This is an optimization exercise on Yosys and OpenROAD, whose aim is small area, a short achievable clock period and few clock cycles per item, not a production implementation.
Power is estimated from default activity; no workload was simulated.

## cpu_top
module cpu_top (
    input  wire         clk,
    input  wire         rst,
    output logic [24:0] dram_addr,
    output logic        dram_write_en,
    output logic [15:0] dram_write_data,
    input  wire  [15:0] dram_read_data,
    output logic [15:0] pc,
    output logic        retire
);
Size: about 390 flip-flops, roughly 77 I/O pins, about 23000 um2 of cells after synthesis.
==> flow/config.mk <==
export PLATFORM = sky130hd
export DESIGN_NAME = cpu_top
export DESIGN_NICKNAME = cpu_top
export VERILOG_FILES = /design/flow/design.v
export SDC_FILE = /design/flow/constraint.sdc
export NUM_CORES = 4
export LEC_CHECK = 0
export CAP_MARGIN = 20
export CORE_MARGIN = 2
export CORE_UTILIZATION = 40
export PLACE_DENSITY = 0.6
export SETUP_SLACK_MARGIN = 3.8
export SLEW_MARGIN = 20
==> flow/constraint.sdc <==
create_clock -name core_clock -period 7.5 [get_ports {clk}]
set_input_delay 1.5000 -clock core_clock [delete_from_list [all_inputs] [get_ports {clk}]]
set_output_delay 1.5000 -clock core_clock [all_outputs]
set_load 0.01 [all_outputs]
run.sh (not shown) runs the stock make flow with config.mk's settings and CLKGATE_MAP_FILE= SYNTH_SCRIPT=/design/flow/synth_recipe.tcl, a recipe that flattens the netlist after the stock synthesis.
The starting point ran to the end with no violations.
Rerun with:
--- a/flow/design.v
+++ b/flow/design.v
@@ -147,64 +147,82 @@
                                    input logic uwr, input logic [3:0] s, input logic [3:0] t,
                                    input logic [3:0] d);
         clash = v && ((urs && s == r) || (urt && t == r) || ((ubr || uwr) && d == r));
     endfunction
     assign haz = clash(e_ld, e_rd,   d_uses_rs, d_uses_rt, d_br, d_wr, d_rs, d_rt, d_rd) ||
                  clash(lq0,  lq0_rd, d_uses_rs, d_uses_rt, d_br, d_wr, d_rs, d_rt, d_rd) ||
                  clash(lq1,  lq1_rd, d_uses_rs, d_uses_rt, d_br, d_wr, d_rs, d_rt, d_rd);
     assign e_redir = e_taken && !e_skip1 && !e_skip2;
     assign kill_d  = e_taken || flush;
     assign go     = f2 && !kill_d && !haz;
     assign replay = f2 && !kill_d && haz;
     assign d_addr = ev ? pc1 : pc;
-    assign d_tgt  = d_addr + 16'd1 + {{8{ins[7]}}, ins[7:0]};
+    logic [15:0] pc2, t_base;
+    logic [8:0]  t_lo;
+    logic [7:0]  t_hi, t_hi_p, t_hi_m;
+    logic        t_up, t_dn;
+    assign pc2    = pc + 16'd2;
+    assign t_base = ev ? pc2 : pc1;
+    assign t_hi_p = t_base[15:8] + 8'd1;
+    assign t_hi_m = t_base[15:8] - 8'd1;
+    assign t_lo   = {1'b0, t_base[7:0]} + {1'b0, ins[7:0]};
+    assign t_up   = t_lo[8] && !ins[7];
+    assign t_dn   = !t_lo[8] && ins[7];
+    assign t_hi   = t_up ? t_hi_p : (t_dn ? t_hi_m : t_base[15:8]);
+    assign d_tgt  = {t_hi, t_lo[7:0]};
     logic [15:0] sel_s, sel_t, sel_d;
     logic [15:0] rf_s, rf_t;
     logic        rf_z;
     always_comb begin
         rf_s = 16'h0000;
         rf_t = 16'h0000;
         rf_z = 1'b0;
         for (int i = 0; i < 16; i++) begin
             sel_s[i] = rv[i] && (d_rs == 4'(i));
             sel_t[i] = rv[i] && (d_rt == 4'(i));
             sel_d[i] = (d_rd == 4'(i));
             rf_s = rf_s | ({16{sel_s[i]}} & regs[i]);
             rf_t = rf_t | ({16{sel_t[i]}} & regs[i]);
             rf_z = rf_z | (sel_d[i] && (!rv[i] || zf[i]));
         end
         if (e_wen && e_rd == d_rs) ra = e_res;
         else                       ra = rf_s;
         if (e_wen && e_rd == d_rt) rb = e_res;
         else                       rb = rf_t;
         if (e_wen && e_rd == d_rd) rz = res_zero;
         else                       rz = rf_z;
     end
     logic [15:0] fa_next;
+    logic        fa_next_ok;
     logic [15:0] tgt1, fa1;
     logic        d_taken;
     logic        d_skip1, d_skip2;
     logic        d_tgt_ok;
     assign tgt1 = e_b + 16'd1;
     assign fa1  = fa + 16'd1;
     always_comb begin
         if (e_redir)               fa_next = tgt1;
         else if (flush || replay)  fa_next = d_addr;
         else if (!e_mem)           fa_next = fa1;
         else                       fa_next = fa;
+        if (e_redir)               fa_next_ok = (tgt1[15:11] != 5'b11111);
+        else if (flush || replay)  fa_next_ok = (d_addr[15:11] != 5'b11111);
+        else if (!e_mem)           fa_next_ok = (fa1[15:11] != 5'b11111);
+        else                       fa_next_ok = (fa[15:11] != 5'b11111);
     end
     assign d_taken  = go && d_br && rz;
     assign d_skip1  = (ins[7:0] == 8'd1) && f1;
     assign d_skip2  = (ins[7:0] == 8'd2) && f1 && f0;
-    assign d_tgt_ok = (d_tgt[15:11] != 5'b11111);
+    assign d_tgt_ok = t_up ? (t_hi_p[7:3] != 5'b11111) :
+                      (t_dn ? (t_hi_m[7:3] != 5'b11111) : (t_base[15:11] != 5'b11111));
     always_ff @(posedge clk) begin
         if (!rst) begin
             pc      <= 16'h0000;
             fa      <= 16'h0000;
             f0      <= 1'b0;
             f1      <= 1'b0;
             f2      <= 1'b0;
             lq0     <= 1'b0;
             lq1     <= 1'b0;
             lq2     <= 1'b0;
             ev      <= 1'b0;
             ei      <= 1'b0;
@@ -241,25 +259,25 @@
             ev      <= go;
             ei      <= lq2;
             e_ld    <= go && (d_op == 4'd9);
             e_st    <= go && (d_op == 4'd10);
             e_mem   <= go && d_mem;
             e_taken <= d_taken;
             e_skip1 <= d_taken && d_skip1;
             e_skip2 <= d_taken && d_skip2;
             s_mem   <= go && d_mem && (ra[15:11] != 5'b11111);
             st_wen  <= go && (d_op == 4'd10) && (ra[15:11] != 5'b11111);
             s_tgt   <= d_taken && !d_skip1 && !d_skip2 && d_tgt_ok;
             s_fa    <= !(go && d_mem) && !(d_taken && !d_skip1 && !d_skip2) &&
-                       (fa_next[15:11] != 5'b11111);
+                       fa_next_ok;
             if (e_wen) rv[e_rd] <= 1'b1;
         end
     end
     always_ff @(posedge clk) begin
         lq0_rd <= e_rd;
         lq1_rd <= lq0_rd;
         lq2_rd <= lq1_rd;
         if (e_wen) begin
             regs[e_rd] <= e_res;
             zf[e_rd]   <= res_zero;
         end
         e_addsub <= !lq2 && ((d_op == 4'd0) || (d_op == 4'd1) || (d_op == 4'd7));
After rerunning: Final cell count is higher by a few percent. Non-clock buffer count falls by 7. Wire length grows by a little under a tenth. Sequential power barely changes. Power climbs by a few percent. Via count is higher by a few percent. Cell area climbs by a few percent. Register-to-register slack got worse by 0.04 ns. Core utilization stays flat.
No functional check of the RTL was part of any run of this note.

re-timing with driven ports:
The results above use ideal ports. As a check the final layouts listed here were re-extracted and re-timed, cells and wires unchanged. Step 1 assumes that a clkbuf_16 drives the clock port and a buf_2 every other input. Step 2 moves the port delays by t, midway between the first and last clock arrival at a register: inputs arrive t later, outputs are due t later. That takes back most of the time a late clock gives input paths. Slacks: no drivers / after step 1 / after step 2; pairs: no drivers / after step 1.
| run | shift t [ns] | setup slack, ns | hold slack, ns | latest minus earliest clock arrival (ns) | pins driven straight from the clock port |
|---|---|---|---|---|---|
| the first run | 0.637 | 3.775 / 3.743 / 3.107 | 0.411 / 0.411 / 0.411 | 0.037 / 0.037 | 1 |
| the second run | 0.649 | 3.781 / 3.751 / 3.102 | 0.432 / 0.432 / 0.432 | 0.044 / 0.044 | 1 |
After both steps setup and hold are still met in every run listed. For the second run, which loses most, drivers alone change the setup slack by -0.030 ns; drivers and shift together by -0.679 ns.
